Context: an optimization exercise on an open-source flow, tuned for small area, a short achievable clock period and few clock cycles per item. The choices shown serve that exercise and are no tape-out recipe. The RTL was checked by simulation tests, not by an equivalence proof against the original design.

## fixed_point_17_14_alu_top
module fixed_point_17_14_alu_top (
  input  logic                        clk,
  input  logic                        rst,
  input  logic                        req_valid,
  output logic                        req_stall,
  input  logic [3:0]                  op,
  input  logic signed [WORD_BITS-1:0] operand_a,
  input  logic signed [WORD_BITS-1:0] operand_b,
  output logic                        rsp_valid,
  input  logic                        rsp_stall,
  output logic signed [WORD_BITS-1:0] result,
  output logic [1:0]                  status
);
clock: 28.0 ns
lec_check: 0
cap_margin: 20
core_margin: 2
core_utilization: 50
setup_slack_margin: 0.5
slew_margin: 20
tns_end_percent: 20
standard.sh (not shown) runs the stock make flow with config.mk's settings and CLKGATE_MAP_FILE= SYNTH_SCRIPT=/design/flow/synth_recipe.tcl, a recipe that flattens the netlist after the stock synthesis.
==> flow/flow/run.sh <==
#!/bin/bash
# Layout flow: the standard flow, with repair_timing asked to reach a
# shorter period than the clock (a larger setup slack margin). The SDC, the
# synthesis and every other step are the standard ones.
set -euo pipefail
here=$(pwd)
target=$(cat flow/target_period_ns)
margin=$(python3 -c "print(round($FLOW_PERIOD_NS - $target, 3))")
# standard synthesis, unchanged
bash standard.sh synth > "$here/log_synth.txt" 2>&1
# remaining steps with the larger setup margin
sed -E "s/SETUP_SLACK_MARGIN=[^ ]+/SETUP_SLACK_MARGIN=$margin/" standard.sh > "$here/layout.sh"
bash "$here/layout.sh" > "$here/log_layout.txt" 2>&1
==> flow/flow/target_period_ns <==
7.0
The baseline passed the timing, design-rule and antenna checks.
Testbench counts at the start, summed over its fixed seeds: cycles 41,357, items 16,000.
Edit:
==> flow/flow/run.sh (replaced) <==
#!/bin/bash
# Layout flow: the standard flow, with two changes to how the layout is
# made: repair_timing is asked to reach a shorter period than the clock (a
# larger setup slack margin), and the port buffers that buffer_ports inserts
# on every input and output are plain buf_4 cells. The SDC, the synthesis and
# every other step are the standard ones.
set -euo pipefail
here=$(pwd)
target=$(cat flow/target_period_ns)
margin=$(python3 -c "print(round($FLOW_PERIOD_NS - $target, 3))")
# standard synthesis, unchanged
bash standard.sh synth > "$here/log_synth.txt" 2>&1
# remaining steps
sed -E "s/SETUP_SLACK_MARGIN=[^ ]+/SETUP_SLACK_MARGIN=$margin BUFFER_PORTS_ARGS=\"-buffer_cell sky130_fd_sc_hd__buf_4\"/" standard.sh > "$here/layout.sh"
bash "$here/layout.sh" > "$here/log_layout.txt" 2>&1
=> Worst setup slack gets worse by 0.019 ns. Via count came out lower by 1.2%. Final area goes down by 2.6%.
Edit:
==> flow/flow/run.sh (replaced) <==
#!/bin/bash
# Layout flow: the standard flow, with repair_timing asked to reach a
# shorter period than the clock (a larger setup slack margin). The SDC, the
# synthesis and every other step are the standard ones.
set -euo pipefail
here=$(pwd)
target=$(cat flow/target_period_ns)
margin=$(python3 -c "print(round($FLOW_PERIOD_NS - $target, 3))")
# standard synthesis, unchanged
bash standard.sh synth > "$here/log_synth.txt" 2>&1
# remaining steps with the larger setup margin
sed -E "s/SETUP_SLACK_MARGIN=[^ ]+/SETUP_SLACK_MARGIN=$margin/" standard.sh > "$here/layout.sh"
bash "$here/layout.sh" > "$here/log_layout.txt" 2>&1
Settings changed: CAP_MARGIN 20 to 10, SLEW_MARGIN 20 to 10, TNS_END_PERCENT 20 to 5.
What happened: Non-clock buffer count came out higher by 17. Via count came out higher by 1.7%. Wire length came out higher by 1.0%. Cell area came out higher by 1.6%.


Another version of the RTL of fixed_point_17_14_alu_top (not shown whole).
For scale: about 4,400 cells after synthesis, roughly 110 I/O pins, roughly 30,000 um2 of cells after synthesis.
Settings: LEC_CHECK=0, ABC_AREA=1, CAP_MARGIN=20, CORE_MARGIN=2, CORE_UTILIZATION=50, SETUP_SLACK_MARGIN=0.5, SLEW_MARGIN=20, TNS_END_PERCENT=20; clock period 28.0 ns.
==> flow/flow/run.sh <==
#!/bin/bash
# Layout flow: the standard flow, with two changes to how the layout is
# made: repair_timing is asked to reach a shorter period than the clock (a
# larger setup slack margin), and the port buffers that buffer_ports inserts
# on every input and output are plain buf_4 cells. The SDC, the synthesis and
# every other step are the standard ones.
set -euo pipefail
here=$(pwd)
target=$(cat flow/target_period_ns)
margin=$(python3 -c "print(round($FLOW_PERIOD_NS - $target, 3))")
# standard synthesis, unchanged
bash standard.sh synth > "$here/log_synth.txt" 2>&1
# remaining steps
sed -E "s/SETUP_SLACK_MARGIN=[^ ]+/SETUP_SLACK_MARGIN=$margin BUFFER_PORTS_ARGS=\"-buffer_cell sky130_fd_sc_hd__buf_4\"/" standard.sh > "$here/layout.sh"
bash "$here/layout.sh" > "$here/log_layout.txt" 2>&1
==> flow/flow/target_period_ns <==
6.5
Testbench counts at the start, summed over its fixed seeds: cycles 40,910, items 16,000.
Change:
==> flow/flow/target_period_ns (replaced) <==
6.0
Result: Final area climbs by 4.1%. Via count rose by 1.5%. Final cell count increases by 1.2%.
Change:
==> flow/flow/target_period_ns (replaced) <==
7.4
What happened:
- global-route usage falls by 1.9 points
- synthesized cell count does not change
- clock-buffer cell count fell by 1
- clock skew is higher by 0.0074 ns
- worst hold slack is better by 0.0037 ns
Change:
==> flow/flow/target_period_ns (replaced) <==
7.0
--- a/flow/config.mk
+++ b/flow/config.mk
@@ -9 +9 @@
-export CAP_MARGIN = 20
+export CAP_MARGIN = 10
@@ -11 +11 @@
-export CORE_UTILIZATION = 50
+export CORE_UTILIZATION = 60
@@ -13,2 +13,2 @@
-export SLEW_MARGIN = 20
-export TNS_END_PERCENT = 20
+export SLEW_MARGIN = 10
+export TNS_END_PERCENT = 5
Effect: Design area is higher slightly; worst setup slack improved by 0.33 ns; critical path depth stays the same; first-iteration DRC count is higher by a quarter to a third; sequential share of layout area barely changes; global-route usage is higher by 5.9 points; routed wire length is lower by a few percent; cell count is lower slightly; utilization is higher by 11 points; flip-flop and latch count does not change.
Change:
--- a/flow/config.mk
+++ b/flow/config.mk
@@ -9 +9 @@
-export CAP_MARGIN = 10
+export CAP_MARGIN = 20
@@ -11 +11 @@
-export CORE_UTILIZATION = 60
+export CORE_UTILIZATION = 50
@@ -13,2 +13,2 @@
-export SLEW_MARGIN = 10
-export TNS_END_PERCENT = 5
+export SLEW_MARGIN = 20
+export TNS_END_PERCENT = 20
Result: The new run produced a clean layout. Register-to-register slack gains 0.15 ns. Global-route usage drops by 5.9 points. Via count drops by 0.95%. Synthesized cell count is unchanged.

afterwards: timing with drivers on the ports:
In the flow no input, the clock included, has a driving cell. The finished layouts below were timed again as built, in two steps.
Step 1 sets driving cells, clkbuf_16 on the clock port and buf_2 on the other inputs (assumed; they add their load-dependent delay and slew).
Step 2 times the ports against the registers' clock, not the clock port: input delays grow and output delays shrink by t, the midpoint of the rising clock arrivals with the driver on.
Three values: no drivers, after step 1, after step 2; two values: the first two.
| run | t (ns) | setup WS [ns] | worst register clock-pin slew, ns |
|---|---|---|---|
| the first run of note 1 | 0.694 | 20.811 / 20.743 / 20.162 | 0.07 / 0.07 |
| the second run of note 1 | 0.638 | 20.792 / 20.776 / 20.138 | 0.08 / 0.08 |
| the third run of note 1 | 0.704 | 20.774 / 20.706 / 20.167 | 0.07 / 0.07 |
| the first run of note 2 | 0.662 | 20.825 / 20.822 / 20.160 | 0.07 / 0.07 |
| the second run of note 2 | 0.655 | 20.833 / 20.823 / 20.167 | 0.07 / 0.07 |
| the third run of note 2 | 0.653 | 20.560 / 20.560 / 20.194 | 0.09 / 0.09 |
| the fourth run of note 2 | 0.647 | 20.895 / 20.895 / 20.248 | 0.07 / 0.07 |
| the fifth run of note 2 | 0.665 | 20.870 / 20.870 / 20.242 | 0.08 / 0.08 |
After both steps every run listed still meets setup and hold. For the second run of note 2, which loses most, drivers alone change the setup slack by -0.010 ns; drivers and shift together by -0.666 ns.
